Source: an optimization exercise on an open RTL-to-GDS flow (aim: small area, a short achievable clock period and few clock cycles per item). Production flows keep margins and buffers that such runs may drop. In this exercise RTL edits were held to simulation tests only and were not proved equivalent to the original. Power is estimated from default activity; no workload was simulated.

==> design.v <==
package ppw_pkg;
  localparam int MaxPoints = 64;
  localparam int IdxW      = $clog2(MaxPoints);
  localparam int CntW      = $clog2(MaxPoints + 1);
  localparam int CoordW    = 23;
  localparam int DistW     = 23;
  localparam int LevelW    = 8;
  localparam int StepW     = 16;
  localparam int PointsW   = 7;
  localparam int D2W       = 48;
  localparam int CfgW      = 23;
  localparam logic [DistW-1:0] DistSat = {DistW{1'b1}};
  localparam logic [LevelW-1:0] LevelMax = {LevelW{1'b1}};
  localparam int VtxW      = 2 * CoordW;
  typedef logic signed [CoordW-1:0] coord_t;
  typedef struct packed {
    coord_t z;
    coord_t x;
  } vtx_t;
  function automatic logic [2*CoordW-1:0] default_vtx(input logic [IdxW-1:0] idx);
    logic [2*CoordW-1:0] v;
    case (idx)
      IdxW'(0): v = 46'h00140107129a;   
      IdxW'(1): v = 46'h0054b606d493;   
      IdxW'(2): v = 46'h009cfc0673c6;   
      IdxW'(3): v = 46'h00e8f106095f;   
      IdxW'(4): v = 46'h01408505653e;   
      IdxW'(5): v = 46'h019a7d0499a2;   
      IdxW'(6): v = 46'h01eb9983b710;   
      IdxW'(7): v = 46'h01fed3031f2d;   
      IdxW'(8): v = 46'h0225a0829802;   
      IdxW'(9): v = 46'h022614025fd6;   
      IdxW'(10): v = 46'h02007e81fc39;   
      IdxW'(11): v = 46'h021ee181501d;   
      IdxW'(12): v = 46'h02519a013047;   
      IdxW'(13): v = 46'h0257e48100d5;   
      IdxW'(14): v = 46'h0261a9807f08;   
      IdxW'(15): v = 46'h02629d001a3f;   
      IdxW'(16): v = 46'h025c997edcf9;   
      IdxW'(17): v = 46'h02807dfda62e;   
      IdxW'(18): v = 46'h02795f7c605f;   
      IdxW'(19): v = 46'h023b3b7b3372;   
      IdxW'(20): v = 46'h01f38979fac3;   
      IdxW'(21): v = 46'h01a227796436;   
      IdxW'(22): v = 46'h015178f86bb6;   
      IdxW'(23): v = 46'h00cb1d77eb72;   
      IdxW'(24): v = 46'h0060f077ed5e;   
      IdxW'(25): v = 46'h3fa6ed783486;   
      IdxW'(26): v = 46'h3f627a78c037;   
      IdxW'(27): v = 46'h3ea21af92992;   
      IdxW'(28): v = 46'h3e42a87a3b6e;   
      IdxW'(29): v = 46'h3da9437b777c;   
      IdxW'(30): v = 46'h3d2680fcfd3a;   
      IdxW'(31): v = 46'h3d02e5ff0a5b;   
      IdxW'(32): v = 46'h3cf794009865;   
      IdxW'(33): v = 46'h3d13f382d35e;   
      IdxW'(34): v = 46'h3d96fd05f292;   
      IdxW'(35): v = 46'h3e0d6906d2f3;   
      IdxW'(36): v = 46'h3e922d0779b5;   
      IdxW'(37): v = 46'h3f9838875a31;   
      default:    v = '0;
    endcase
    default_vtx = v;
  endfunction
endpackage
module ppw_vtx_mem (
  input  logic                                         clk,
  input  logic                                         rst_n,
  input  logic                                         wr_req,
  input  logic [ppw_pkg::IdxW-1:0]                     wr_addr,
  input  logic [ppw_pkg::VtxW-1:0]                     wr_data,
  input  logic                                         wr_ok,
  output logic                                         wr_pend,
  output logic                                         wr_fire,
  output logic                                         busy,
  output logic [ppw_pkg::IdxW-1:0]                     head,
  output logic [ppw_pkg::MaxPoints*ppw_pkg::VtxW-1:0]  ring
);
  localparam int VW = ppw_pkg::VtxW;
  localparam int NP = ppw_pkg::MaxPoints;
  logic [VW-1:0]              ring_r [NP];
  logic [ppw_pkg::IdxW-1:0]   head_r;
  logic [ppw_pkg::IdxW:0]     rcnt_r;
  logic                       pend_r;
  logic [ppw_pkg::IdxW-1:0]   paddr_r;
  logic [VW-1:0]              pdata_r;
  logic                       restore;
  logic [VW-1:0]              tail_in;
  assign restore = !rst_n || (rcnt_r != '0);
  assign wr_fire = pend_r && (paddr_r == head_r) && wr_ok && rst_n;
  always_comb begin
    tail_in = ring_r[0];
    if (!rst_n)       tail_in = ppw_pkg::default_vtx(ppw_pkg::IdxW'(ppw_pkg::MaxPoints - 1));
    else if (restore) tail_in = ppw_pkg::default_vtx(head_r);
    else if (wr_fire) tail_in = pdata_r;
  end
  always_ff @(posedge clk) begin
    for (int s = 0; s < NP - 1; s++) ring_r[s] <= ring_r[s+1];
    ring_r[NP-1] <= tail_in;
  end
  always_ff @(posedge clk) begin
    if (!rst_n) head_r <= '0;
    else        head_r <= head_r + 1'b1;
  end
  always_ff @(posedge clk) begin
    if (!rst_n) begin
      rcnt_r <= (ppw_pkg::IdxW+1)'(NP - 1);
      pend_r <= 1'b0;
    end else begin
      if (rcnt_r != '0) rcnt_r <= rcnt_r - 1'b1;
      if (wr_req)       pend_r <= 1'b1;
      else if (wr_fire) pend_r <= 1'b0;
    end
  end
  always_ff @(posedge clk) begin
    if (wr_req) begin
      paddr_r <= wr_addr;
      pdata_r <= wr_data;
    end
  end
  assign wr_pend = pend_r;
  assign busy    = (rcnt_r != '0);
  assign head    = head_r;
  for (genvar s = 0; s < NP; s++) begin : g_tap
    assign ring[s*VW +: VW] = ring_r[s];
  end
endmodule
module ppw_seg_unit (
  input  logic                        clk,
  input  logic                        rst_n,
  input  logic                        start,
  input  logic                        kill,
  input  logic [4:0]                  kb,
  input  logic [ppw_pkg::VtxW-1:0]    a,
  input  logic [ppw_pkg::VtxW-1:0]    b,
  input  logic [ppw_pkg::CoordW-1:0]  px,
  input  logic [ppw_pkg::CoordW-1:0]  pz,
  output logic                        ready,
  output logic                        done,
  output logic [ppw_pkg::DistW-1:0]   r
);
  localparam int CW  = ppw_pkg::CoordW;
  localparam int DW  = CW + 1;            
  localparam int OW  = DW + 1;            
  localparam int PW  = 2 * OW;            
  localparam int LW  = 2 * DW - 1;        
  localparam int CCW = LW + 2;            
  localparam int NW  = 96;                
  localparam int RW  = 72;                
  localparam int TW  = LW + 26;           
  localparam int RB  = 24;                
  typedef enum logic [1:0] {F_IDLE, F_MUL, F_WAIT} fst_t;
  typedef enum logic [1:0] {S_IDLE, S_SQD, S_FIN} sst_t;
  typedef enum logic [2:0] {T_NONE, T_SET, T_ADD, T_SUB, T_ADD25, T_ADD48} tag_t;
  fst_t                   fst_r;
  sst_t                   sst_r;
  logic [3:0]             step_r;
  logic [4:0]             kb_r;
  logic signed [DW-1:0]   sa, sb;           
  logic                   sa_z, sa_b, sb_z;
  logic signed [OW-1:0]   ma, mb, ma_r, mb_r;
  logic                   ma_sa, ma_sb, mb_sa, mb_sb, m_cl_a, m_cl_b, m_ch_a, m_ch_b;
  tag_t                   tag, tag1_r, tagm_r, tag2_r;
  logic signed [PW-1:0]   p_r;
  logic signed [OW+13:0]  pl_r;              
  logic signed [OW+11:0]  ph_r;              
  logic signed [NW-1:0]   acc_r, acc_a, acc_b, acc_s;
  logic                   acc_cin;
  logic [LW-1:0]          d_r;
  logic [LW+1:0]          d3_r;
  logic [CCW-1:0]         c_r;
  logic                   clamp_a, clamp_b, clamp_r, csel_b_r, sat_r;
  logic signed [CCW-1:0]  dot, cval;
  logic signed [CCW+23:0] cscl;
  logic                   c_ovf, f_last, f_fin, pre_sat, hand;
  logic [RW-1:0]          rm_r;
  logic [47:0]            nlo_r;
  logic [TW-1:0]          t_r;
  logic [LW-1:0]          bd_r;
  logic [LW+1:0]          bd3_r;
  logic [RB-1:0]          root_r;
  logic [4:0]             cnt_r;
  logic                   bsat_r, bit_ok;
  logic [RW+2:0]          rm2, diff;
  logic [TW-1:0]          t_up, t_dn;
  assign sa = sa_z ? (DW'($signed(pz)) - DW'($signed(sa_b ? b[2*CW-1:CW] : a[2*CW-1:CW])))
                   : (DW'($signed(px)) - DW'($signed(sa_b ? b[CW-1:0]    : a[CW-1:0])));
  assign sb = sb_z ? (DW'($signed(b[2*CW-1:CW])) - DW'($signed(a[2*CW-1:CW])))
                   : (DW'($signed(b[CW-1:0]))    - DW'($signed(a[CW-1:0])));
  assign dot     = acc_r[CCW-1:0];
  assign clamp_a = (d_r == '0) || dot[CCW-1] || (dot == '0);
  assign clamp_b = !clamp_a && ($signed({2'b00, d_r}) <= dot);
  always_comb begin
    sa_z = 1'b0; sa_b = 1'b0; sb_z = 1'b0; tag = T_NONE;
    ma_sa = 1'b0; ma_sb = 1'b0; mb_sa = 1'b0; mb_sb = 1'b0;
    m_cl_a = 1'b0; m_cl_b = 1'b0; m_ch_a = 1'b0; m_ch_b = 1'b0;
    case (step_r)
      4'd0: begin ma_sa = 1'b1; mb_sb = 1'b1; sb_z = 1'b1; tag = T_SET; end           
      4'd1: begin ma_sa = 1'b1; sa_z = 1'b1; mb_sb = 1'b1; tag = T_SUB; end           
      4'd2: begin ma_sb = 1'b1; mb_sb = 1'b1; tag = T_SET; end                        
      4'd3: begin ma_sb = 1'b1; mb_sb = 1'b1; sb_z = 1'b1; tag = T_ADD; end           
      4'd4: begin ma_sa = 1'b1; mb_sb = 1'b1; tag = T_SET; end                        
      4'd5: begin ma_sa = 1'b1; sa_z = 1'b1; mb_sb = 1'b1; sb_z = 1'b1; tag = T_ADD; end  
      4'd6: begin m_cl_a = 1'b1; m_cl_b = 1'b1; tag = T_SET; end                      
      4'd7: begin m_ch_a = 1'b1; m_cl_b = 1'b1; tag = T_ADD25; end                    
      4'd8: begin m_ch_a = 1'b1; m_ch_b = 1'b1; tag = T_ADD48; end                   
      4'd9: if (clamp_a || clamp_b) begin
        ma_sa = 1'b1; mb_sa = 1'b1; sa_b = clamp_b; tag = T_SET;                      
      end
      4'd10: if (clamp_r) begin
        ma_sa = 1'b1; mb_sa = 1'b1; sa_z = 1'b1; sa_b = csel_b_r; tag = T_ADD;        
      end
      default: ;
    endcase
  end
  always_comb begin
    ma = '0;
    if (ma_sa)  ma = OW'(sa);
    if (ma_sb)  ma = OW'(sb);
    if (m_cl_a) ma = $signed({1'b0, c_r[23:0]});
    if (m_ch_a) ma = $signed(c_r[CCW-1:24]);
    mb = '0;
    if (mb_sa)  mb = OW'(sa);
    if (mb_sb)  mb = OW'(sb);
    if (m_cl_b) mb = $signed({1'b0, c_r[23:0]});
    if (m_ch_b) mb = $signed(c_r[CCW-1:24]);
  end
  assign cval  = acc_r[CCW-1:0];
  assign cscl  = (CCW+24)'(cval) <<< (5'd23 - kb_r);
  assign c_ovf = !((cscl[CCW+23:CCW-2] == '0) || (cscl[CCW+23:CCW-2] == '1));
  always_comb begin
    acc_a = (tag2_r == T_SET) ? '0 : acc_r;
    acc_b = NW'(p_r);
    acc_cin = 1'b0;
    case (tag2_r)
      T_SUB:   begin acc_b = ~(NW'(p_r)); acc_cin = 1'b1; end
      T_ADD25: acc_b = NW'(p_r) <<< 25;
      T_ADD48: acc_b = NW'(p_r) <<< 48;
      default: ;
    endcase
  end
  assign acc_s = acc_a + acc_b + NW'(acc_cin);
  assign f_last  = (fst_r == F_MUL) && (clamp_r ? (step_r == 4'd14) : (step_r == 4'd12));
  assign f_fin   = f_last || (fst_r == F_WAIT);
  assign pre_sat = (acc_r[NW-1:48] >= (NW-48)'(d_r));
  assign hand    = f_fin && (sst_r == S_IDLE || (sst_r == S_FIN));
  assign ready   = (fst_r == F_IDLE);
  always_ff @(posedge clk) begin
    if (!rst_n || kill) begin
      fst_r <= F_IDLE;
      sst_r <= S_IDLE;
    end else begin
      case (fst_r)
        F_IDLE: if (start) fst_r <= F_MUL;
        F_MUL:  if (f_last) fst_r <= hand ? F_IDLE : F_WAIT;
        F_WAIT: if (hand) fst_r <= F_IDLE;
        default: fst_r <= F_IDLE;
      endcase
      case (sst_r)
        S_IDLE: if (hand) sst_r <= (pre_sat || sat_r) ? S_FIN : S_SQD;
        S_SQD:  if (cnt_r == 5'd1) sst_r <= S_FIN;
        S_FIN:  if (hand) sst_r <= (pre_sat || sat_r) ? S_FIN : S_SQD;
                else      sst_r <= S_IDLE;
        default: sst_r <= S_IDLE;
      endcase
    end
  end
  always_ff @(posedge clk) begin
    ma_r   <= ma;
    mb_r   <= mb;
    tag1_r <= (fst_r == F_MUL) ? tag : T_NONE;
    pl_r   <= ma_r * $signed({1'b0, mb_r[12:0]});
    ph_r   <= ma_r * $signed(mb_r[OW-1:13]);
    tagm_r <= tag1_r;
    p_r    <= PW'(pl_r) + (PW'(ph_r) <<< 13);
    tag2_r <= tagm_r;
    if (fst_r == F_IDLE) begin
      step_r <= '0;
      kb_r   <= kb;
      sat_r  <= 1'b0;
    end
    if (fst_r == F_MUL) begin
      step_r <= step_r + 4'd1;
      if (tag2_r != T_NONE) acc_r <= acc_s;
      if (step_r == 4'd5) c_r <= CCW'(cscl);            
      if (step_r == 4'd5) sat_r <= c_ovf;
      if (step_r == 4'd7) d_r <= acc_r[LW-1:0];         
      if (step_r == 4'd8) d3_r <= (LW+2)'(d_r) + (LW+2)'({d_r, 1'b0});
      if (step_r == 4'd9) begin                         
        clamp_r  <= clamp_a || clamp_b;
        csel_b_r <= clamp_b;
        if (clamp_a || clamp_b) sat_r <= 1'b0;
      end
      if (step_r == 4'd10 && clamp_r) begin
        d_r  <= LW'(1);
        d3_r <= (LW+2)'(3);
      end
    end
  end
  assign rm2    = {1'b0, rm_r, nlo_r[47:46]};
  assign diff   = rm2 - (RW+3)'(t_r);
  assign bit_ok = !diff[RW+2];
  assign t_up   = TW'({t_r, 1'b0}) + TW'(bd3_r);
  assign t_dn   = TW'({t_r, 1'b0}) - TW'(bd_r);
  always_ff @(posedge clk) begin
    if (hand) begin
      rm_r   <= RW'(acc_r[NW-1:48]);
      nlo_r  <= acc_r[47:0];
      t_r    <= TW'(d_r);
      bd_r   <= d_r;
      bd3_r  <= d3_r;
      root_r <= '0;
      cnt_r  <= clamp_r ? 5'(RB) : (kb_r + 5'd1);
      bsat_r <= pre_sat || sat_r;
    end else if (sst_r == S_SQD) begin
      cnt_r  <= cnt_r - 5'd1;
      rm_r   <= bit_ok ? RW'(diff) : RW'(rm2);
      nlo_r  <= {nlo_r[45:0], 2'b00};
      root_r <= {root_r[RB-2:0], bit_ok};
      t_r    <= bit_ok ? t_up : t_dn;
    end
  end
  assign done = (sst_r == S_FIN);
  assign r    = (bsat_r || root_r[RB-1]) ? ppw_pkg::DistSat : root_r[ppw_pkg::DistW-1:0];
endmodule
module ppw_post (
  input  logic                      clk,
  input  logic                      rst_n,
  input  logic                      start,
  input  logic [ppw_pkg::DistW-1:0] dist_in,
  input  logic                      god,
  input  logic [ppw_pkg::DistW-1:0] warn,
  input  logic [ppw_pkg::DistW-1:0] shoot_dist,
  input  logic [ppw_pkg::StepW-1:0] step,
  input  logic                      out_tready,
  output logic                      busy,
  output logic                      out_tvalid,
  output logic [31:0]               out_tdata
);
  localparam int DW = ppw_pkg::DistW;
  localparam int SW = ppw_pkg::StepW;
  localparam int LV = ppw_pkg::LevelW;
  typedef enum logic [1:0] {P_IDLE, P_DIV, P_HOLD} pst_t;
  pst_t              st_r;
  logic [3:0]        cnt_r;
  logic [DW-1:0]     dist_r, rem_r;
  logic [DW-1:0]     dv_r;
  logic [LV-1:0]     q_r;
  logic              in_warn, shoot_r, sat_r, qbit;
  logic [SW-1:0]     s_eff;
  logic [DW:0]       diff;
  logic [LV-1:0]     level;
  logic              out_load;
  logic              out_tvalid_r;
  logic [31:0]       out_tdata_r;
  assign diff    = (DW+1)'(warn) - (DW+1)'(dist_r);
  assign s_eff   = (step == '0) ? SW'(1) : step;
  assign in_warn = (dist_r <= warn);
  assign qbit    = (rem_r >= dv_r);
  assign out_load = (st_r == P_HOLD) && (!out_tvalid_r || out_tready);
  always_comb begin
    if (!in_warn)           level = '0;
    else if (sat_r)         level = ppw_pkg::LevelMax;
    else if (q_r == '0)     level = LV'(1);
    else                    level = q_r;
  end
  always_ff @(posedge clk) begin
    if (!rst_n) st_r <= P_IDLE;
    else begin
      case (st_r)
        P_IDLE: if (start) st_r <= P_DIV;
        P_DIV:  if (cnt_r == 4'd0) st_r <= P_HOLD;
        P_HOLD: if (out_load) st_r <= P_IDLE;
        default: st_r <= P_IDLE;
      endcase
    end
  end
  always_ff @(posedge clk) begin
    case (st_r)
      P_IDLE: begin
        dist_r  <= dist_in;
        shoot_r <= !god;
        cnt_r   <= 4'd9;
      end
      P_DIV: begin
        cnt_r <= cnt_r - 4'd1;
        if (cnt_r == 4'd9) begin
          rem_r   <= diff[DW-1:0];
          sat_r   <= ({1'b0, diff[DW-1:0]} >= {1'b0, s_eff, 8'b0});
          dv_r    <= DW'({s_eff, 7'b0});
          q_r     <= '0;
          shoot_r <= shoot_r && (dist_r <= shoot_dist);
        end else if (cnt_r != 4'd0) begin
          rem_r <= qbit ? rem_r - dv_r : rem_r;
          q_r   <= {q_r[LV-2:0], qbit};
          dv_r  <= dv_r >> 1;
        end
      end
      default: ;
    endcase
  end
  always_ff @(posedge clk) begin
    if (!rst_n)        out_tvalid_r <= 1'b0;
    else if (out_load) out_tvalid_r <= 1'b1;
    else if (out_tready) out_tvalid_r <= 1'b0;
  end
  always_ff @(posedge clk) begin
    if (out_load) out_tdata_r <= {shoot_r && in_warn, level, dist_r};
  end
  assign busy       = (st_r != P_IDLE);
  assign out_tvalid = out_tvalid_r;
  assign out_tdata  = out_tdata_r;
endmodule
module polyline_proximity_warning_core (
  input  logic        clk,
  input  logic        rst_n,
  input  logic        in_tvalid,
  output logic        in_tready,
  input  logic [55:0] in_tdata,    
  input  logic [1:0]  in_tuser,    
  output logic        out_tvalid,
  input  logic        out_tready,
  output logic [31:0] out_tdata,   
  input  logic        cfg_we,
  input  logic [1:0]  cfg_index,
  input  logic [22:0] cfg_wdata
);
  localparam int Lanes = 2;
  localparam int SC    = 6;                    
  localparam int NP    = ppw_pkg::MaxPoints;
  localparam int SL    = NP / Lanes;           
  localparam int CW    = ppw_pkg::CoordW;
  localparam int QW    = CW - SC;              
  localparam int VW    = ppw_pkg::VtxW;
  localparam int IW    = ppw_pkg::IdxW;
  localparam int GW    = QW;                   
  localparam int KW    = GW + IW;              
  localparam int UW    = QW + 1;               
  localparam int DW    = ppw_pkg::DistW;
  logic [ppw_pkg::PointsW-1:0] points_r;
  logic [DW-1:0]               warn_r, shoot_r;
  logic [ppw_pkg::StepW-1:0]   step_r;
  logic [IW:0]                 n_cur;
  always_ff @(posedge clk) begin
    if (!rst_n) begin
      points_r <= ppw_pkg::PointsW'(38);
      warn_r   <= DW'(9600);
      shoot_r  <= DW'(5200);
      step_r   <= ppw_pkg::StepW'(440);
    end else if (cfg_we) begin
      case (cfg_index)
        2'd0: points_r <= cfg_wdata[ppw_pkg::PointsW-1:0];
        2'd1: warn_r   <= cfg_wdata;
        2'd2: shoot_r  <= cfg_wdata;
        2'd3: step_r   <= cfg_wdata[ppw_pkg::StepW-1:0];
        default: ;
      endcase
    end
  end
  assign n_cur = (points_r > ppw_pkg::PointsW'(NP)) ? (IW+1)'(NP) : (IW+1)'(points_r);
  logic                 mem_busy, wr_pend, wr_fire, wr_req;
  logic [IW-1:0]        head;
  logic [NP*VW-1:0]     ring;
  logic [CW-1:0]        in_x, in_z;
  logic                 in_acc, is_query, short_q;
  logic                 a_vld_r, b_busy_r, pipe_idle;
  assign in_x      = in_tdata[28:6];
  assign in_z      = in_tdata[51:29];
  assign is_query  = in_tuser[0];
  assign pipe_idle = !a_vld_r && !b_busy_r;
  assign in_tready = !a_vld_r && !mem_busy && (!wr_pend || wr_fire);
  assign in_acc    = in_tvalid && in_tready;
  assign wr_req    = in_acc && !is_query;
  assign short_q   = (in_x == '0 && in_z == '0) || (n_cur < (IW+1)'(2));
  ppw_vtx_mem u_mem (
    .clk     (clk),
    .rst_n   (rst_n),
    .wr_req  (wr_req),
    .wr_addr (in_tdata[IW-1:0]),
    .wr_data ({in_z, in_x}),
    .wr_ok   (pipe_idle),
    .wr_pend (wr_pend),
    .wr_fire (wr_fire),
    .busy    (mem_busy),
    .head    (head),
    .ring    (ring)
  );
  function automatic logic [VW-1:0] slot(input logic [NP*VW-1:0] rg, input int s);
    slot = rg[((s + NP) % NP)*VW +: VW];
  endfunction
  logic [CW-1:0]   pax_r, paz_r;
  logic            god_a_r, short_a_r, a_swept_r;
  logic            sw_run_r, sw_for_b_r, sw_first_r;
  logic [5:0]      t_r;
  logic [KW-1:0]   lastkey_r;
  logic [QW-1:0]   sqx_r, sqz_r;             
  logic [UW-1:0]   u_r;
  logic [KW-1:0]   k_r [3];
  logic            kv_r [3];
  logic [VW-1:0]   ka_r [2];
  logic [VW-1:0]   kb_r [2];
  logic            sw_start, sw_start_b, sw_end;
  logic [GW-1:0]   lg_r  [Lanes];
  logic [IW-1:0]   lj_r  [Lanes];
  logic            lsv_r [Lanes];
  logic [UW-1:0]   lu_r  [Lanes];
  logic            lvv_r [Lanes];
  logic            s1_vld_r;
  function automatic logic [QW:0] wdiff(input logic [QW-1:0] p, input logic [CW-1:0] v);
    wdiff = (QW+1)'($signed(p)) - (QW+1)'($signed(v[CW-1:SC]));
  endfunction
  function automatic logic [QW-1:0] omag(input logic [QW:0] w);
    omag = w[QW] ? ~w[QW-1:0] : w[QW-1:0];
  endfunction
  logic [QW:0]     wax_r [Lanes], waz_r [Lanes], wbx_r [Lanes], wbz_r [Lanes];
  logic            altx_r [Lanes], altz_r [Lanes];
  logic [IW-1:0]   j0_r  [Lanes];
  logic            s0_vld_r, sw_any_start;
  assign sw_any_start = sw_start || sw_start_b;
  always_ff @(posedge clk) begin
    for (int k = 0; k < Lanes; k++) begin
      logic [VW-1:0] va, vb;
      va = slot(ring, k * SL);
      vb = slot(ring, k * SL + 1);
      wax_r[k]  <= wdiff(sqx_r, va[CW-1:0]);
      waz_r[k]  <= wdiff(sqz_r, va[VW-1:CW]);
      wbx_r[k]  <= wdiff(sqx_r, vb[CW-1:0]);
      wbz_r[k]  <= wdiff(sqz_r, vb[VW-1:CW]);
      altx_r[k] <= ($signed(va[CW-1:SC]) < $signed(vb[CW-1:SC]));
      altz_r[k] <= ($signed(va[VW-1:CW+SC]) < $signed(vb[VW-1:CW+SC]));
      j0_r[k]   <= head + IW'(k * SL);
    end
    s0_vld_r <= sw_run_r && (t_r < 6'(SL)) && !sw_any_start;
  end
  function automatic logic [QW-1:0] gap2(input logic a_lt_b, input logic [QW:0] wa,
                                         input logic [QW:0] wb);
    logic [QW:0] lo, hi;            
    lo = a_lt_b ? wa : wb;
    hi = a_lt_b ? wb : wa;
    if (!hi[QW])     gap2 = hi[QW-1:0];      
    else if (lo[QW]) gap2 = ~lo[QW-1:0];     
    else             gap2 = '0;
  endfunction
  always_ff @(posedge clk) begin
    for (int k = 0; k < Lanes; k++) begin
      logic [QW-1:0] gx, gz, mx, mz, mhi, mlo;
      gx  = gap2(altx_r[k], wax_r[k], wbx_r[k]);
      gz  = gap2(altz_r[k], waz_r[k], wbz_r[k]);
      mx  = omag(wax_r[k]);
      mz  = omag(waz_r[k]);
      mhi = (mx > mz) ? mx : mz;
      mlo = (mx > mz) ? mz : mx;
      lg_r[k]  <= (gx > gz) ? gx : gz;
      lj_r[k]  <= j0_r[k];
      lsv_r[k] <= ((IW+1)'(j0_r[k]) + (IW+1)'(2) <= n_cur);
      lu_r[k]  <= UW'(mhi) + UW'(mlo[QW-1:1]) + UW'(5);
      lvv_r[k] <= ((IW+1)'(j0_r[k]) < n_cur);
    end
    s1_vld_r <= s0_vld_r && !sw_any_start;
  end
  logic [KW-1:0]   nk [3];
  logic            nkv [3];
  logic [VW-1:0]   nka [2];
  logic [VW-1:0]   nkb [2];
  logic [UW-1:0]   nu;
  localparam int NE = 3 + Lanes;
  always_comb begin
    logic [KW-1:0] ek  [NE];
    logic          ev  [NE];
    logic [VW-1:0] ea  [NE];
    logic [VW-1:0] eb  [NE];
    logic          lt  [NE][NE];
    logic [2:0]    rk  [NE];
    for (int i = 0; i < 3; i++) begin
      ek[i] = k_r[i]; ev[i] = kv_r[i];
      ea[i] = (i < 2) ? ka_r[i % 2] : '0;
      eb[i] = (i < 2) ? kb_r[i % 2] : '0;
    end
    for (int k = 0; k < Lanes; k++) begin
      ek[3+k] = {lg_r[k], lj_r[k]};
      ev[3+k] = s1_vld_r && lsv_r[k] && (sw_first_r || ek[3+k] > lastkey_r);
      ea[3+k] = slot(ring, k * SL - 2);
      eb[3+k] = slot(ring, k * SL - 1);
    end
    for (int i = 0; i < NE; i++)
      for (int j = 0; j < NE; j++) begin
        if (i == j)             lt[i][j] = 1'b0;
        else if (i < 3 && j < 3) lt[i][j] = (i < j) ? ev[i] || !ev[j] : (ev[i] && !ev[j]);
        else if (ev[i] != ev[j]) lt[i][j] = ev[i];
        else if (!ev[i])         lt[i][j] = (i < j);
        else                     lt[i][j] = (ek[i] < ek[j]);
      end
    for (int i = 0; i < NE; i++) begin
      rk[i] = '0;
      for (int j = 0; j < NE; j++) if (j != i && !lt[i][j]) rk[i] = rk[i] + 3'd1;
    end
    for (int s = 0; s < 3; s++) begin
      nk[s] = '0; nkv[s] = 1'b0;
      for (int i = 0; i < NE; i++) if (rk[i] == 3'(s)) begin nk[s] = ek[i]; nkv[s] = ev[i]; end
    end
    for (int s = 0; s < 2; s++) begin
      nka[s] = '0; nkb[s] = '0;
      for (int i = 0; i < NE; i++) if (rk[i] == 3'(s)) begin nka[s] = ea[i]; nkb[s] = eb[i]; end
    end
    nu = u_r;
    for (int k = 0; k < Lanes; k++)
      if (s1_vld_r && lvv_r[k] && lu_r[k] < nu) nu = lu_r[k];
  end
  assign sw_end = sw_run_r && (t_r == 6'(SL + 1));
  typedef enum logic [2:0] {B_IDLE, B_EVQ, B_RUN, B_RSW, B_DONE} bst_t;
  bst_t            bst_r;
  logic [CW-1:0]   pbx_r, pbz_r;
  logic            god_b_r;
  logic [UW-1:0]   ub_r;
  logic [GW-1:0]   g1_r, g2_r, g3_r;
  logic [KW-1:0]   key2_r;
  logic            v1_r, v2_r, v3_r;
  logic [VW-1:0]   c1a_r, c1b_r, c2a_r, c2b_r;
  logic            st2_r, nd_r, rsw_req_r, rsw_rdy_r;
  logic [DW-1:0]   best_r;
  logic            best_inf_r;
  logic            take_a, take_rsw;
  logic            ev_start, ev_done, ev_ready, ev_kill;
  logic [DW-1:0]   ev_r;
  logic            q1, q2_now, q2_nx, q3_now, q3_nx, better, start2, fin, more;
  logic            rsw_cancel;
  logic [DW-1:0]   best_nx;
  logic [UW+SC-1:0] ubig;
  logic [4:0]      kbits, kbits_r;
  function automatic logic gap_ok(input logic [GW-1:0] g, input logic [UW-1:0] u,
                                  input logic binf, input logic [DW-1:0] bst);
    gap_ok = (UW'(g) <= u) && (binf || ((DW+1)'(g) <= (DW+1)'(bst >> SC) + (DW+1)'(1)));
  endfunction
  assign better  = best_inf_r || (ev_r < best_r);
  assign best_nx = better ? ev_r : best_r;
  assign q1      = v1_r && gap_ok(g1_r, ub_r, best_inf_r, best_r);
  assign q2_now  = v2_r && gap_ok(g2_r, ub_r, best_inf_r, best_r);
  assign q2_nx   = q2_now && gap_ok(g2_r, ub_r, 1'b0, ev_r);
  assign q3_now  = v3_r && gap_ok(g3_r, ub_r, best_inf_r, best_r);
  assign q3_nx   = q3_now && gap_ok(g3_r, ub_r, 1'b0, ev_r);
  assign start2  = (bst_r == B_RUN) && !st2_r && ev_ready && !ev_done && q2_now;
  assign ev_start = ((bst_r == B_EVQ) && q1) || start2;
  assign ev_kill = (bst_r == B_RUN) && ev_done && !nd_r && st2_r && !q2_nx;
  assign fin     = (bst_r == B_RUN) && ev_done && (nd_r || !q2_nx);
  assign more    = nd_r && q3_nx;
  assign rsw_cancel = fin && !more && rsw_req_r;
  assign ubig  = take_a ? {u_r, {SC{1'b0}}} : {ub_r, {SC{1'b0}}};
  always_comb begin
    logic [UW+SC-1:0] m;
    m = ubig;
    if (!take_a && !best_inf_r && (UW+SC)'(best_r) <= ubig) m = (UW+SC)'(best_r) - (UW+SC)'(1);
    kbits = 5'd23;
    for (int i = 22; i >= 0; i--) if (m < ((UW+SC)'(1) << i)) kbits = 5'(i);
    if (m >= ((UW+SC)'(1) << 23)) kbits = 5'd23;
  end
  always_ff @(posedge clk) kbits_r <= kbits;
  ppw_seg_unit u_seg (
    .clk   (clk),
    .rst_n (rst_n),
    .start (ev_start),
    .kill  (ev_kill),
    .kb    (kbits_r),
    .a     (st2_r ? c2a_r : c1a_r),
    .b     (st2_r ? c2b_r : c1b_r),
    .px    (pbx_r),
    .pz    (pbz_r),
    .ready (ev_ready),
    .done  (ev_done),
    .r     (ev_r)
  );
  logic post_busy, post_start;
  assign post_start = (bst_r == B_DONE) && !post_busy;
  assign take_a   = (bst_r == B_IDLE) && a_vld_r && (short_a_r || a_swept_r);
  assign take_rsw = (bst_r == B_RSW) && rsw_rdy_r;
  assign sw_start_b = (start2 && q3_now && !sw_run_r && !a_vld_r) || (fin && more && !rsw_req_r);
  assign sw_start = !sw_run_r && !rsw_rdy_r && a_vld_r && !short_a_r && !a_swept_r;
  always_ff @(posedge clk) begin
    if (!rst_n) begin
      a_vld_r   <= 1'b0;
      sw_run_r  <= 1'b0;
      bst_r     <= B_IDLE;
      b_busy_r  <= 1'b0;
      rsw_rdy_r <= 1'b0;
    end else begin
      if (in_acc && is_query) a_vld_r <= 1'b1;
      else if (take_a)        a_vld_r <= 1'b0;
      if (sw_start_b || sw_start)                sw_run_r <= 1'b1;
      else if (sw_end || (rsw_cancel && sw_for_b_r)) sw_run_r <= 1'b0;
      if (sw_end && sw_for_b_r && !rsw_cancel) rsw_rdy_r <= 1'b1;
      else if (take_rsw || rsw_cancel)         rsw_rdy_r <= 1'b0;
      case (bst_r)
        B_IDLE: if (take_a) begin
          bst_r    <= short_a_r ? B_DONE : B_EVQ;
          b_busy_r <= 1'b1;
        end
        B_EVQ: bst_r <= q1 ? B_RUN : B_DONE;
        B_RUN: if (fin) bst_r <= more ? B_RSW : B_DONE;
        B_RSW: if (take_rsw) bst_r <= B_EVQ;
        B_DONE: if (post_start) begin
          bst_r    <= B_IDLE;
          b_busy_r <= 1'b0;
        end
        default: bst_r <= B_IDLE;
      endcase
    end
  end
  always_ff @(posedge clk) begin
    if (in_acc && is_query) begin
      pax_r     <= in_x;
      paz_r     <= in_z;
      god_a_r   <= in_tuser[1];
      short_a_r <= short_q;
      a_swept_r <= 1'b0;
    end
    if (sw_end && !sw_for_b_r) a_swept_r <= 1'b1;
    if (sw_start_b) a_swept_r <= 1'b0;    
    if (sw_start_b || sw_start) begin
      t_r        <= '0;
      sw_for_b_r <= sw_start_b;
      sw_first_r <= !sw_start_b;
      lastkey_r  <= key2_r;
      sqx_r      <= sw_start_b ? pbx_r[CW-1:SC] : pax_r[CW-1:SC];
      sqz_r      <= sw_start_b ? pbz_r[CW-1:SC] : paz_r[CW-1:SC];
      u_r        <= '1;
      for (int i = 0; i < 3; i++) kv_r[i] <= 1'b0;
    end else if (sw_run_r) begin
      t_r <= t_r + 6'd1;
      u_r <= nu;
      for (int i = 0; i < 3; i++) begin k_r[i] <= nk[i]; kv_r[i] <= nkv[i]; end
      for (int i = 0; i < 2; i++) begin ka_r[i] <= nka[i]; kb_r[i] <= nkb[i]; end
    end
    if (take_a) begin
      pbx_r      <= pax_r;
      pbz_r      <= paz_r;
      god_b_r    <= god_a_r;
      ub_r       <= u_r;
      best_r     <= ppw_pkg::DistSat;
      best_inf_r <= !short_a_r;
    end
    if (take_a || take_rsw) begin
      st2_r     <= 1'b0;
      nd_r      <= 1'b0;
      rsw_req_r <= 1'b0;
      g1_r      <= k_r[0][KW-1:IW];
      g2_r      <= k_r[1][KW-1:IW];
      key2_r    <= k_r[1];
      g3_r      <= k_r[2][KW-1:IW];
      v1_r      <= kv_r[0];
      v2_r      <= kv_r[1];
      v3_r      <= kv_r[2];
      c1a_r     <= ka_r[0];
      c1b_r     <= kb_r[0];
      c2a_r     <= ka_r[1];
      c2b_r     <= kb_r[1];
    end
    if (start2) st2_r <= 1'b1;
    if (sw_start_b) rsw_req_r <= 1'b1;
    if (rsw_cancel) rsw_req_r <= 1'b0;
    if (bst_r == B_RUN && ev_done) begin
      best_r     <= best_nx;
      best_inf_r <= 1'b0;
      nd_r       <= 1'b1;
    end
  end
  ppw_post u_post (
    .clk        (clk),
    .rst_n      (rst_n),
    .start      (post_start),
    .dist_in    (best_r),
    .god        (god_b_r),
    .warn       (warn_r),
    .shoot_dist (shoot_r),
    .step       (step_r),
    .out_tready (out_tready),
    .busy       (post_busy),
    .out_tvalid (out_tvalid),
    .out_tdata  (out_tdata)
  );
endmodule
==> run.sh <==
#!/bin/bash
# synth_recipe.tcl (not shown) runs the flow's synth.tcl, then flattens the netlist and writes it again
# the make line also repeats each setting of config.mk as NAME=value (left out here)
make -C /OpenROAD-flow-scripts/flow DESIGN_CONFIG=/design/flow/config.mk WORK_HOME=/design/flow/orfs CLKGATE_MAP_FILE= SYNTH_SCRIPT=/design/flow/synth_recipe.tcl finish
==> config.mk <==
export PLATFORM = sky130hd
export DESIGN_NAME = polyline_proximity_warning_core
export DESIGN_NICKNAME = polyline_proximity_warning_core
export VERILOG_FILES = /design/flow/design.v
export SDC_FILE = /design/flow/constraint.sdc
export NUM_CORES = 8
export LEC_CHECK = 0
export ABC_CLOCK_PERIOD_IN_PS = 3000
export CAP_MARGIN = 20
export CORE_MARGIN = 2
export CORE_UTILIZATION = 40
export SETUP_SLACK_MARGIN = 5
export SLEW_MARGIN = 20
==> constraint.sdc <==
create_clock -name core_clock -period 11.0 [get_ports {clk}]
set_input_delay 2.2000 -clock core_clock [delete_from_list [all_inputs] [get_ports {clk}]]
set_output_delay 2.2000 -clock core_clock [all_outputs]
set_load 0.01 [all_outputs]
==> results of run 1 <==
-- registers in the layout, indices dropped and copies added, names as in the netlist, 47 cells and up, named ones only --
name / count
ka_r: 92
u_seg.bd3_r: 49
u_seg.c_r: 49
kb_r: 92
k_r: 69
u_seg.bd_r: 47
u_seg.acc_r: 96
u_seg.p_r: 50
u_seg.rm_r: 72
u_seg.d3_r: 49
u_mem.ring_r: 2944
u_seg.nlo_r: 48
u_seg.t_r: 73
u_seg.d_r: 47
-- stage by stage --
step / hold slack, ns / cell area, um2 / setup WS (ns) / std cells
after detailed placement: 0.312 / 226000 / 2.63 / 26700
final: 0.256 / 249000 / 4.47 / 28000
after CTS: 0.236 / 247000 / 4.43 / 27800
after global placement: 0.310 / 226000 / 2.60 / 26700
after floorplan: 0.310 / 217000 / 4.87 / 19900
after global routing: 0.257 / 249000 / 4.30 / 27900
-- layout by cell type, fill, tap and decap left out, drive strengths merged, types with 480 or more instances in the layout --
cell    count
xnor2     518
dfxtp    3617
nand2    1677
clkbuf    654
fa        592
a21oi    1199
a21o      492
o21ai    1129
inv      1709
ha       1591
buf       480
edfxtp   1356
nor2     1165
-- cell type report --
cell class | count | share of cell area, %
multi-input combinational | 12600 | 38.9
antenna | 31 | 0.0312
clock inverter | 253 | 1.19
clock buffer | 643 | 5.48
timing repair buffer | 626 | 2.72
sequential | 4973 | 45.5
inverter | 1679 | 2.54
tap | 7208 | 3.62
-- repair_timing --
item	in CTS	in global routing
resized for setup	431	294
buffers inserted	194	100
setup endpoints to repair	652	663
pin swaps	137	191
gates cloned	32	14
-- power by group through the flow --
stage,clock network [mW],registers [mW],logic (mW)
6_report,17.0,20.0,2.72
5_1_grt,18.0,20.0,2.97
4_1_cts,17.3,20.0,2.64
3_5_place_dp,0,20.4,2.48
3_3_place_gp,0,20.3,2.44
2_1_floorplan,0,20.1,1.73
-- metal layers --
metal | track usage, % | vias up | wire, um
met3 | 3.49 | 1096 | 46500
met5 | 0 | - | 147
met2 | 33.7 | 5153 | 270000
met4 | 8.65 | 24 | 28400
li1 | - | 70200 | -
met1 | 30.8 | 72300 | 281000
-- cell families after synthesis --
kind of cell,count (synthesis)
flip-flops,4973
buffers and inverters,2432
AO/OA/AOI/OAI,4389
multiplexers,577
XOR/XNOR,739
AND/OR/NAND/NOR,4654
adder cells (fa/ha/maj),2183
-- worst max-delay path, cell delays in order (launching register included) --
cell      delay [ns]
dfxtp_4         0.38
buf_12          0.16
and2_1          0.17
fa_1            0.57
fa_1            0.44
fa_1            0.50
inv_1           0.05
fa_1            0.47
inv_1           0.05
fa_1            0.52
ha_4            0.21
a21o_1          0.17
a2111o_1        0.36
a21o_1          0.18
and3_4          0.16
or3_4           0.33
and3_4          0.17
o311ai_4        0.31
a21oi_2         0.12
o41a_1          0.36
a221o_1         0.38
a21oi_2         0.18
xnor2_2         0.09
-- worst max path at each step --
stage / from / cells after the start / end
6_report: u_seg.mb_r[19] / 22 / u_seg.ph_r[36]
5_1_grt: u_seg.ma_r[4] / 27 / u_seg.pl_r[37]
4_1_cts: u_seg.ma_r[4] / 22 / u_seg.ph_r[36]
3_5_place_dp: u_seg.acc_r[46] / 26 / u_seg.mb_r[22]
3_3_place_gp: u_seg.acc_r[46] / 26 / u_seg.mb_r[22]
2_1_floorplan: u_seg.mb_r[16] / 24 / u_seg.ph_r[36]
==> reports/metrics.cfg, run 1 <==
[status]
status=complete, no violations

[synthesis]
ys_seq_area_share_pct=52.3
syn_nets=22200
synth_top_family_by_area=adder cells
synth-async-reset-ratio_pct=0
synth_xor_area_share_pct=2.99
synthDominantCellAreaShare_pct=33.4
synthSimpleGateAreaFrac_pct=10.0
synthMuxAreaShare_pct=3.01
synth_commonest_cells=3,617 x dfxtp_1, 1,677 x nand2_1, 1,667 x inv_1
syn_area_per_cell_um2=10.9
netlist_top_cells_area=dfxtp_1 33%, edfxtp_1 19%, ha_1 9.2%
synth_area_um2=216000
synth_flop_cell=dfxtp_1
synth_edf_count=1356
ys_ff_latch=4973
synth_area_leader_cell=dfxtp_1
yosysUniqueCellTypes=98
synth_cells=19900
synthMostInstantiatedCell=dfxtp_1
synth_compound_area_share_pct=12.8
synth_fa_ha_area_share_pct=14.7
ys_warn_count=31

[die]
initial_utilization_pct=40.1
core_um2=540000
std_cell_rows=270
ios=122
die_y_um=740
die_width_um=740
dieArea_um2=547000

[min_path]
worstHoldStart=u_mem.ring_r[13][19]
min_to=u_mem.ring_r[12][19]
hold_depth=0
min_path_type=reg2reg

[power]
p_int_mw=30.3
total_power_mw=39.6
pwr-share-clk_pct=42.8
ir_drop_mv=0.260
p_leak_nw=104
sequentialPowerShare_pct=50.4
combPwrFrac_pct=6.9
p_per_area_nw_per_um2=159
switching_power_mw=9.33
switching_share_pct=23.5

[critical_path]
worstSetupStartpointType=flop
cp_data_arrival_time_ns=7.40
rrSetupSlack_ns=4.47
crit_fanout=13
end_kind=flop
r2r-start=u_seg.mb_r[19]
reg2reg_depth=22
r2r_end=u_seg.ph_r[36]
critPathRequiredTime_ns=11.86
critical_path_class=reg2reg

[timing]
rsz0062_at_grt=true
hold_viol=0
post-route-min-period_ns=6.53
finalSetupTns_ns=0
max_freq_mhz=153
fin_worst_skew_ns=0.123
slew_viol_final=0
worst_pin_slew_ns=1.23
setup_viol=0
maxSlewHeadroom_pct=17.3
finalCritPeriodShare_pct=59.4

[flow_run]
drv_cap=0

[final_layout]
drive_above_1_share_pct=10.2
ff_latch_area_um2=113000
multi_input_area_um2=96900
fillers=49900
final_core_util_pct=46.1
areaGrowthSynthToFinish_pct=15.0
layout.nets=22600

[placed_design]
io_buffer_count=117
dp_hpwl_mm=443
place_congestion=0.955

[clock_tree]
clk_latency_ns=1.08
cts_tree=done
cts_max_level=5
clockBufferDepth=4
clkTransAtPathRegs_ns=0.07
hold_buffers=0
cts-root-buf=clkbuf_16
numCtsBuffers=477
cts_sinks=4973

[detailed_routing]
first_pass_iters=6
wl_per_cell_um=22.4
vias_per_cell=5.32
drtAntennaViolNets=0
first_iter_violations=14000
drt-total-wl_mm=625
dr_total_vias=149000
drc_errors=0

[global_routing]
grt_first_pass_wirelength_mm=916
overflow=0
grt_usage_pct=21.9
grt_max_degree=155
grt_pass1_vias=142000
grt_antenna_before_repair=61

Testbench counts, summed over its fixed seeds: cycles 40,818, queries 640.
==> run 2, diff against run 1 <==
--- a/config.mk
+++ b/config.mk
@@ -5,7 +5,7 @@
 export SDC_FILE = /design/flow/constraint.sdc
 export NUM_CORES = 8
 export LEC_CHECK = 0
-export ABC_CLOCK_PERIOD_IN_PS = 3000
+export ABC_CLOCK_PERIOD_IN_PS = 4000
 export CAP_MARGIN = 20
 export CORE_MARGIN = 2
 export CORE_UTILIZATION = 40
==> reports/metrics.cfg, run 2 <==
[detailed_routing]
dr_total_vias=149000
first_iter_violations=14000
vias_per_cell=5.32
drt-total-wl_mm=625
drtAntennaViolNets=0
drc_errors=0
wl_per_cell_um=22.4
first_pass_iters=6

[critical_path]
critical_path_class=reg2reg
slowest_delay_ns=0.57
critPathRequiredTime_ns=11.86
cp_num_buf_inv=3
worst-path-stages=22
cp_common_cell=fa_1
cp_top_family=adder cells
end_kind=flop
cp_data_arrival_time_ns=7.40
crit_fanout=13
crit_path_top_delay_cell=fa_1
worstPathCellList=buf_12, and2_1, fa_1, fa_1, fa_1, inv_1, fa_1, inv_1, fa_1, ha_4, a21o_1, a2111o_1, a21o_1, and3_4, or3_4, and3_4, o311ai_4, a21oi_2, o41a_1, a221o_1, a21oi_2, xnor2_2
reg2reg_depth=22
worstSetupStartpointType=flop

[synthesis]
ys_ff_latch=4973
synth_edf_count=1356
yosysUniqueCellTypes=98
synthDominantCellAreaShare_pct=33.4
ys_seq_area_share_pct=52.3
synth-async-reset-ratio_pct=0
synth_flop_cell=dfxtp_1
synth_area_um2=216000
synth_commonest_cells=3,617 x dfxtp_1, 1,677 x nand2_1, 1,667 x inv_1
synth_cells=19900
syn_area_per_cell_um2=10.9
syn_nets=22200
synthMostInstantiatedCell=dfxtp_1
synth_area_leader_cell=dfxtp_1
netlist_top_cells_area=dfxtp_1 33%, edfxtp_1 19%, ha_1 9.2%
ys_warn_count=31

[min_path]
hold_depth=0
min_path_type=reg2reg

[power]
p_leak_nw=104
switching_share_pct=23.5
ir_drop_mv=0.260
combPwrFrac_pct=6.9
total_power_mw=39.6
switching_power_mw=9.33
p_per_area_nw_per_um2=159
p_int_mw=30.3
pwr-share-clk_pct=42.8
sequentialPowerShare_pct=50.4

[placed_design]
place_congestion=0.955
place_area_um2=226000
io_buffer_count=117
dp_hpwl_mm=443

[clock_tree]
clockBufferDepth=4
cts-root-buf=clkbuf_16
cts_max_level=5
clkTransAtPathRegs_ns=0.07
cts_sinks=4973
clk_latency_ns=1.08
cts_tree=done
numCtsBuffers=477

[global_routing]
grt_antenna_before_repair=61
overflow=0
grt_first_pass_wirelength_mm=916
grt_max_degree=155
grt_usage_pct=21.9
grt_pass1_vias=142000

[final_layout]
drive_above_1_share_pct=10.2
reg.largest.list=u_mem.ring_r: 2944 flops, u_seg.acc_r: 96 flops
areaGrowthSynthToFinish_pct=15.0
layout.nets=22600
largest_reg_flops=2944
final_common_cell=dfxtp_1
fin_area_um2=249000
fillers=49900
layout_common_cells=3,562 x dfxtp_1, 1,656 x nand2_1, 1,624 x inv_1, 1,545 x ha_1, 1,356 x edfxtp_1
largest_register=u_mem.ring_r

[status]
status=complete, no violations

[timing]
finalSetupTns_ns=0
finalCritPeriodShare_pct=59.4
max_freq_mhz=153
worst_pin_slew_ns=1.23
post-route-min-period_ns=6.53
rsz0062_at_grt=true
maxSlewHeadroom_pct=17.3
slew_viol_final=0
fin_worst_skew_ns=0.123
setup_viol=0
hold_viol=0

[die]
die_y_um=740
dieArea_um2=547000
core_um2=540000
std_cell_rows=270
ios=122
die_width_um=740
initial_utilization_pct=40.1

[flow_run]
drv_cap=0

==> run 2: through the flow <==
step	cells	hold WS [ns]	util [%]	setup slack [ns]
final	28000	0.256	46.1	4.47
after global routing	27900	0.257	46.1	4.30
after CTS	27800	0.236	45.7	4.43
after detailed placement	26700	0.312	41.8	2.63
after global placement	26700	0.310	41.8	2.60
after floorplan	19900	0.310	-	4.87
==> run 2: routing by layer <==
layer  vias up  share of wire, %  routed length, um  global-route usage (%)
met4        24               4.5              28400                    8.65
met2      5153                43             270000                    33.7
li1      70200                 -                  -                       -
met3      1096               7.4              46500                    3.49
met5         -             0.024                147                       0
met1     72300                45             281000                    30.8
==> run 2: layout make-up <==
cell class	count	area (um2)	share of cell area (%)
Inverter	1679	6330	2.54
Antenna cell	31	77.6	0.0312
Multi-Input combinational cell	12600	96900	38.9
Sequential cell	4973	113000	45.5
Tap cell	7208	9020	3.62
Timing Repair Buffer	626	6770	2.72
Clock buffer	643	13600	5.48
Clock inverter	253	2960	1.19
==> run 2: path summary, 6_finish.rpt <==
| path | from | to | slack (ns) |
|---|---|---|---|
| min | u_mem.ring_r[13][19] | u_mem.ring_r[12][19] | 0.26 |
| max reg2reg | u_seg.mb_r[19] | u_seg.ph_r[36] | 4.47 |
| max | u_seg.mb_r[19] | u_seg.ph_r[36] | 4.47 |
| min reg2reg | u_mem.ring_r[13][19] | u_mem.ring_r[12][19] | 0.26 |
==> run 2: kinds of logic (layout without fill, tap and decap cells) <==
| family | after synthesis | in the layout | synth area share (%) |
|---|---|---|---|
| AO/OA/AOI/OAI | 4389 | 4394 | 12.8 |
| XOR/XNOR | 739 | 739 | 2.99 |
| adder cells (fa/ha/maj) | 2183 | 2183 | 14.7 |
| buffers and inverters | 2432 | 3201 | 4.23 |
| flip-flops | 4973 | 4973 | 52.3 |
| multiplexers | 577 | 577 | 3.01 |
| other | 0 | 31 | 0 |
| AND/OR/NAND/NOR | 4654 | 4661 | 10.0 |
==> run 2: what timing repair did <==
action,in CTS,in global routing
setup endpoints to repair,652,663
gates cloned,32,14
endpoints found under the hold margin,0,0
buffers inserted,194,100
gates resized for setup,431,294
hold buffers,0,0
pin swaps,137,191
==> run 2: power groups by stage <==
stage               clock network, mW  logic (mW)  registers (mW)
finish                           17.0        2.72            20.0
global route                     18.0        2.97            20.0
CTS                              17.3        2.64            20.0
detailed placement                  0        2.48            20.4
global placement                    0        2.44            20.3
floorplan                           0        1.73            20.1
==> run 3, diff against run 2 <==
--- a/design.v
+++ b/design.v
@@ -87,7 +87,9 @@
   logic                       restore;
   logic [VW-1:0]              tail_in;
   assign restore = !rst_n || (rcnt_r != '0);
-  assign wr_fire = pend_r && (paddr_r == head_r) && wr_ok && rst_n;
+  logic match_r;
+  always_ff @(posedge clk) match_r <= ((wr_req ? wr_addr : paddr_r) == head_r + 1'b1);
+  assign wr_fire = pend_r && match_r && wr_ok && rst_n;
   always_comb begin
     tail_in = ring_r[0];
     if (!rst_n)       tail_in = ppw_pkg::default_vtx(ppw_pkg::IdxW'(ppw_pkg::MaxPoints - 1));
@@ -154,13 +156,15 @@
   typedef enum logic [2:0] {T_NONE, T_SET, T_ADD, T_SUB, T_ADD25, T_ADD48} tag_t;
   fst_t                   fst_r;
   sst_t                   sst_r;
-  logic [3:0]             step_r;
+  logic [4:0]             step_r;
   logic [4:0]             kb_r;
   logic signed [DW-1:0]   sa, sb;           
   logic                   sa_z, sa_b, sb_z;
   logic signed [OW-1:0]   ma, mb, ma_r, mb_r;
   logic                   ma_sa, ma_sb, mb_sa, mb_sb, m_cl_a, m_cl_b, m_ch_a, m_ch_b;
-  tag_t                   tag, tag1_r, tagm_r, tag2_r;
+  tag_t                   tag, ctag, tags_r, tag1_r, tagm_r, tag2_r;
+  logic signed [DW-1:0]   sa_r, sb_r;
+  logic                   ma_sa_r, ma_sb_r, mb_sa_r, mb_sb_r;
   logic signed [PW-1:0]   p_r;
   logic signed [OW+13:0]  pl_r;              
   logic signed [OW+11:0]  ph_r;              
@@ -193,37 +197,40 @@
   always_comb begin
     sa_z = 1'b0; sa_b = 1'b0; sb_z = 1'b0; tag = T_NONE;
     ma_sa = 1'b0; ma_sb = 1'b0; mb_sa = 1'b0; mb_sb = 1'b0;
-    m_cl_a = 1'b0; m_cl_b = 1'b0; m_ch_a = 1'b0; m_ch_b = 1'b0;
     case (step_r)
-      4'd0: begin ma_sa = 1'b1; mb_sb = 1'b1; sb_z = 1'b1; tag = T_SET; end           
-      4'd1: begin ma_sa = 1'b1; sa_z = 1'b1; mb_sb = 1'b1; tag = T_SUB; end           
-      4'd2: begin ma_sb = 1'b1; mb_sb = 1'b1; tag = T_SET; end                        
-      4'd3: begin ma_sb = 1'b1; mb_sb = 1'b1; sb_z = 1'b1; tag = T_ADD; end           
-      4'd4: begin ma_sa = 1'b1; mb_sb = 1'b1; tag = T_SET; end                        
-      4'd5: begin ma_sa = 1'b1; sa_z = 1'b1; mb_sb = 1'b1; sb_z = 1'b1; tag = T_ADD; end  
-      4'd6: begin m_cl_a = 1'b1; m_cl_b = 1'b1; tag = T_SET; end                      
-      4'd7: begin m_ch_a = 1'b1; m_cl_b = 1'b1; tag = T_ADD25; end                    
-      4'd8: begin m_ch_a = 1'b1; m_ch_b = 1'b1; tag = T_ADD48; end                   
-      4'd9: if (clamp_a || clamp_b) begin
+      5'd0: begin ma_sa = 1'b1; mb_sb = 1'b1; sb_z = 1'b1; tag = T_SET; end           
+      5'd1: begin ma_sa = 1'b1; sa_z = 1'b1; mb_sb = 1'b1; tag = T_SUB; end           
+      5'd2: begin ma_sb = 1'b1; mb_sb = 1'b1; tag = T_SET; end                        
+      5'd3: begin ma_sb = 1'b1; mb_sb = 1'b1; sb_z = 1'b1; tag = T_ADD; end           
+      5'd4: begin ma_sa = 1'b1; mb_sb = 1'b1; tag = T_SET; end                        
+      5'd5: begin ma_sa = 1'b1; sa_z = 1'b1; mb_sb = 1'b1; sb_z = 1'b1; tag = T_ADD; end  
+      5'd10: if (clamp_a || clamp_b) begin
         ma_sa = 1'b1; mb_sa = 1'b1; sa_b = clamp_b; tag = T_SET;                      
       end
-      4'd10: if (clamp_r) begin
+      5'd11: if (clamp_r) begin
         ma_sa = 1'b1; mb_sa = 1'b1; sa_z = 1'b1; sa_b = csel_b_r; tag = T_ADD;        
       end
       default: ;
     endcase
+    m_cl_a = 1'b0; m_cl_b = 1'b0; m_ch_a = 1'b0; m_ch_b = 1'b0; ctag = T_NONE;
+    case (step_r)
+      5'd7: begin m_cl_a = 1'b1; m_cl_b = 1'b1; ctag = T_SET; end                     
+      5'd8: begin m_ch_a = 1'b1; m_cl_b = 1'b1; ctag = T_ADD25; end                   
+      5'd9: begin m_ch_a = 1'b1; m_ch_b = 1'b1; ctag = T_ADD48; end                   
+      default: ;
+    endcase
   end
   always_comb begin
     ma = '0;
-    if (ma_sa)  ma = OW'(sa);
-    if (ma_sb)  ma = OW'(sb);
-    if (m_cl_a) ma = $signed({1'b0, c_r[23:0]});
-    if (m_ch_a) ma = $signed(c_r[CCW-1:24]);
+    if (ma_sa_r) ma = OW'(sa_r);
+    if (ma_sb_r) ma = OW'(sb_r);
+    if (m_cl_a)  ma = $signed({1'b0, c_r[23:0]});
+    if (m_ch_a)  ma = $signed(c_r[CCW-1:24]);
     mb = '0;
-    if (mb_sa)  mb = OW'(sa);
-    if (mb_sb)  mb = OW'(sb);
-    if (m_cl_b) mb = $signed({1'b0, c_r[23:0]});
-    if (m_ch_b) mb = $signed(c_r[CCW-1:24]);
+    if (mb_sa_r) mb = OW'(sa_r);
+    if (mb_sb_r) mb = OW'(sb_r);
+    if (m_cl_b)  mb = $signed({1'b0, c_r[23:0]});
+    if (m_ch_b)  mb = $signed(c_r[CCW-1:24]);
   end
   assign cval  = acc_r[CCW-1:0];
   assign cscl  = (CCW+24)'(cval) <<< (5'd23 - kb_r);
@@ -240,7 +247,7 @@
     endcase
   end
   assign acc_s = acc_a + acc_b + NW'(acc_cin);
-  assign f_last  = (fst_r == F_MUL) && (clamp_r ? (step_r == 4'd14) : (step_r == 4'd12));
+  assign f_last  = (fst_r == F_MUL) && (clamp_r ? (step_r == 5'd16) : (step_r == 5'd13));
   assign f_fin   = f_last || (fst_r == F_WAIT);
   assign pre_sat = (acc_r[NW-1:48] >= (NW-48)'(d_r));
   assign hand    = f_fin && (sst_r == S_IDLE || (sst_r == S_FIN));
@@ -268,7 +275,14 @@
   always_ff @(posedge clk) begin
     ma_r   <= ma;
     mb_r   <= mb;
-    tag1_r <= (fst_r == F_MUL) ? tag : T_NONE;
+    sa_r    <= sa;
+    sb_r    <= sb;
+    ma_sa_r <= ma_sa && (fst_r == F_MUL);
+    ma_sb_r <= ma_sb && (fst_r == F_MUL);
+    mb_sa_r <= mb_sa && (fst_r == F_MUL);
+    mb_sb_r <= mb_sb && (fst_r == F_MUL);
+    tags_r  <= (fst_r == F_MUL) ? tag : T_NONE;
+    tag1_r  <= (tags_r != T_NONE) ? tags_r : ((fst_r == F_MUL) ? ctag : T_NONE);
     pl_r   <= ma_r * $signed({1'b0, mb_r[12:0]});
     ph_r   <= ma_r * $signed(mb_r[OW-1:13]);
     tagm_r <= tag1_r;
@@ -280,18 +294,18 @@
       sat_r  <= 1'b0;
     end
     if (fst_r == F_MUL) begin
-      step_r <= step_r + 4'd1;
+      step_r <= step_r + 5'd1;
       if (tag2_r != T_NONE) acc_r <= acc_s;
-      if (step_r == 4'd5) c_r <= CCW'(cscl);            
-      if (step_r == 4'd5) sat_r <= c_ovf;
-      if (step_r == 4'd7) d_r <= acc_r[LW-1:0];         
-      if (step_r == 4'd8) d3_r <= (LW+2)'(d_r) + (LW+2)'({d_r, 1'b0});
-      if (step_r == 4'd9) begin                         
+      if (step_r == 5'd6) c_r <= CCW'(cscl);            
+      if (step_r == 5'd6) sat_r <= c_ovf;
+      if (step_r == 5'd8) d_r <= acc_r[LW-1:0];         
+      if (step_r == 5'd9) d3_r <= (LW+2)'(d_r) + (LW+2)'({d_r, 1'b0});
+      if (step_r == 5'd10) begin                        
         clamp_r  <= clamp_a || clamp_b;
         csel_b_r <= clamp_b;
         if (clamp_a || clamp_b) sat_r <= 1'b0;
       end
-      if (step_r == 4'd10 && clamp_r) begin
+      if (step_r == 5'd11 && clamp_r) begin
         d_r  <= LW'(1);
         d3_r <= (LW+2)'(3);
       end
@@ -435,7 +449,7 @@
   localparam int IW    = ppw_pkg::IdxW;
   localparam int GW    = QW;                   
   localparam int KW    = GW + IW;              
-  localparam int UW    = QW + 1;               
+  localparam int UW    = QW + 2;               
   localparam int DW    = ppw_pkg::DistW;
   logic [ppw_pkg::PointsW-1:0] points_r;
   logic [DW-1:0]               warn_r, shoot_r;
@@ -543,17 +557,15 @@
   endfunction
   always_ff @(posedge clk) begin
     for (int k = 0; k < Lanes; k++) begin
-      logic [QW-1:0] gx, gz, mx, mz, mhi, mlo;
+      logic [QW-1:0] gx, gz, mx, mz;
       gx  = gap2(altx_r[k], wax_r[k], wbx_r[k]);
       gz  = gap2(altz_r[k], waz_r[k], wbz_r[k]);
       mx  = omag(wax_r[k]);
       mz  = omag(waz_r[k]);
-      mhi = (mx > mz) ? mx : mz;
-      mlo = (mx > mz) ? mz : mx;
       lg_r[k]  <= (gx > gz) ? gx : gz;
       lj_r[k]  <= j0_r[k];
       lsv_r[k] <= ((IW+1)'(j0_r[k]) + (IW+1)'(2) <= n_cur);
-      lu_r[k]  <= UW'(mhi) + UW'(mlo[QW-1:1]) + UW'(5);
+      lu_r[k]  <= UW'(mx) + UW'(mz) + UW'(5);
       lvv_r[k] <= ((IW+1)'(j0_r[k]) < n_cur);
     end
     s1_vld_r <= s0_vld_r && !sw_any_start;
--- a/config.mk
+++ b/config.mk
@@ -5,7 +5,6 @@
 export SDC_FILE = /design/flow/constraint.sdc
 export NUM_CORES = 8
 export LEC_CHECK = 0
-export ABC_CLOCK_PERIOD_IN_PS = 4000
 export CAP_MARGIN = 20
 export CORE_MARGIN = 2
 export CORE_UTILIZATION = 40
==> reports/metrics.cfg, run 3 <==
[status]
status=complete, no violations

[critical_path]
crit_fanout=11
critical_path_class=reg2reg
end_kind=flop
critPathRequiredTime_ns=11.91
cp_data_arrival_time_ns=7.26
worstSetupStartpointType=flop

[synthesis]
synth-async-reset-ratio_pct=0
synthDominantCellAreaShare_pct=33.9
synth_flop_cell=dfxtp_1
syn_nets=22400
yosysUniqueCellTypes=106
synth_edf_count=1352
synth_commonest_cells=3,681 x dfxtp_1, 1,814 x nand2_1, 1,613 x inv_1
synth_area_leader_cell=dfxtp_1
ys_warn_count=31
syn_area_per_cell_um2=10.8
netlist_top_cells_area=dfxtp_1 34%, edfxtp_1 19%, ha_1 9.0%
synthMostInstantiatedCell=dfxtp_1
synth_area_um2=217000
ys_seq_area_share_pct=52.6
synth_cells=20100
ys_ff_latch=5033

[final_layout]
stdcell_count=28000
fillers=49800
largest_register=u_mem.ring_r
ff_latch_area_um2=114000
layout.nets=22600
final_common_cell=dfxtp_1
layout_common_cells=3,630 x dfxtp_1, 1,795 x nand2_1, 1,596 x inv_1, 1,530 x ha_1, 1,352 x edfxtp_1
largest_reg_flops=2944
final_core_util_pct=45.8
multi_input_area_um2=95800
drive_above_1_share_pct=8.79
reg.largest.list=u_mem.ring_r: 2944 flops, u_seg.acc_r: 96 flops
areaGrowthSynthToFinish_pct=14.0

[power]
pwr-share-clk_pct=43.2
p_per_area_nw_per_um2=157
ir_drop_mv=0.210
switching_power_mw=8.93
p_int_mw=30.0
combPwrFrac_pct=5.2
p_leak_nw=104
switching_share_pct=22.9
sequentialPowerShare_pct=51.6

[detailed_routing]
wl_per_cell_um=22.0
first_iter_violations=13700
drtAntennaViolNets=0
first_pass_iters=6
drt-total-wl_mm=617
dr_total_vias=150000
vias_per_cell=5.34
drc_errors=0

[timing]
whs_ns=0.242
finalSetupTns_ns=0
hold_viol=0
finalCritPeriodShare_pct=57.8
slew_viol_final=0
max_freq_mhz=157
setup_viol=0
post-route-min-period_ns=6.35
fin_worst_skew_ns=0.144
worst_pin_slew_ns=1.17
maxSlewHeadroom_pct=19.4
rsz0062_at_grt=true

[global_routing]
grt_antenna_before_repair=57
grt_max_degree=183
grt_usage_pct=21.7
grt_pass1_vias=144000
overflow=0
grt_first_pass_wirelength_mm=912

[clock_tree]
hold_buffers=0
cts_sinks=5033
cts_tree=done
cts-root-buf=clkbuf_16
cts_max_level=5
clockBufferDepth=4
numCtsBuffers=479
clk_latency_ns=1.08
clkTransAtPathRegs_ns=0.07

[die]
die_width_um=741
core_um2=541000
ios=122
dieArea_um2=549000
initial_utilization_pct=40.2
die_y_um=741
std_cell_rows=270

[placed_design]
place_inst=26900
place_congestion=0.935
dp_hpwl_mm=437
io_buffer_count=117

[min_path]
min_path_type=reg2reg

[flow_run]
drv_cap=0

==> run 3: critical path: stages, from the launching register on <==
cell      delay (ns)
dfxtp_4         0.38
buf_12          0.15
nand2_1         0.07
fa_1            0.50
inv_1           0.07
fa_1            0.53
inv_1           0.05
fa_1            0.47
inv_1           0.05
fa_1            0.49
fa_1            0.46
fa_2            0.60
ha_4            0.21
buf_4           0.14
o21ai_0         0.06
a221oi_1        0.12
o21a_4          0.15
a211o_1         0.29
a31o_4          0.26
a41o_1          0.22
o41ai_4         0.36
o211ai_1        0.16
a21o_1          0.20
a21oi_2         0.14
xnor2_1         0.12
==> run 3: metrics by stage <==
| stage | total power, mW | area [um2] | setup WS, ns |
|---|---|---|---|
| 2_1_floorplan | 21.6 | 218000 | 4.99 |
| 3_3_place_gp | 22.4 | 227000 | 3.07 |
| 3_5_place_dp | 22.4 | 227000 | 3.12 |
| 4_1_cts | 39.3 | 246000 | 4.66 |
| 5_1_grt | 40.3 | 248000 | 4.46 |
| 6_report | 38.9 | 248000 | 4.65 |
==> run 3: cells by family after synthesis <==
| group | share of synthesized area (%) |
|---|---|
| flip-flops | 52.6 |
| AO/OA/AOI/OAI | 12.9 |
| buffers and inverters | 4.18 |
| multiplexers | 2.58 |
| AND/OR/NAND/NOR | 10.5 |
| XOR/XNOR | 2.86 |
| adder cells (fa/ha/maj) | 14.4 |
==> run 3: worst paths after layout <==
kind                        start  depth (start not counted)  slack, ns                    to
max                 u_seg.ma_r[8]                         24       4.65        u_seg.pl_r[38]
min          u_mem.ring_r[21][24]                          0       0.24  u_mem.ring_r[20][24]
max reg2reg         u_seg.ma_r[8]                         24       4.65        u_seg.pl_r[38]
min reg2reg  u_mem.ring_r[21][24]                          0       0.24  u_mem.ring_r[20][24]
==> run 3: layer usage <==
| metal | global-route usage [%] | vias up | wire length [um] |
|---|---|---|---|
| li1 | - | 70500 | - |
| met1 | 29.8 | 72500 | 272000 |
| met3 | 3.37 | 1256 | 43000 |
| met2 | 34.3 | 5198 | 274000 |
| met4 | 8.61 | 30 | 28300 |
| met5 | 0 | - | 178 |
==> run 3: layout make-up <==
type	instances	area share [%]
multi-input combinational	12700	38.7
tap	7208	3.64
inverter	1622	2.47
clock inverter	216	0.987
sequential	5033	46.2
antenna	17	0.0172
timing repair buffer	551	2.39
clock buffer	676	5.65
==> run 3: what timing repair did <==
action	4_1_cts	5_1_grt
gates resized for setup	335	164
endpoints found under the setup margin	665	593
cloned	25	5
pin swaps	118	114
buffers inserted	155	68
==> run 3: power groups by stage <==
stage               logic [mW]  registers [mW]  clock network, mW
finish                    2.01            20.1               16.8
global placement          1.92            20.5                  0
floorplan                 1.32            20.3                  0
detailed placement        1.95            20.5                  0
global route              2.21            20.1               17.9
CTS                       1.98            20.1               17.2
Testbench counts of run 3, summed over its fixed seeds: cycles 41,456, queries 640.

-- re-timing with driven ports --
In the flow no input, the clock included, has a driving cell. The finished layouts below were timed again as built, in two steps. Step 1, drivers: a clkbuf_16 drives clk and a buf_2 each remaining input, both assumed. Step 2 also shifts input and output timing later by t, the mid clock arrival at the registers, as if the neighbouring blocks saw the same clock. a / b / c = ideal / step 1 / step 2; a / b = the first two.
run	t (ns)	setup slack, ns	worst hold slack (ns)
run 1	1.153	4.466 / 4.466 / 4.466	0.256 / 0.256 / 0.256
run 2	1.153	4.466 / 4.466 / 4.466	0.256 / 0.256 / 0.256
run 3	1.129	4.646 / 4.646 / 4.646	0.242 / 0.242 / 0.242
After both steps setup and hold are still met in every run listed.
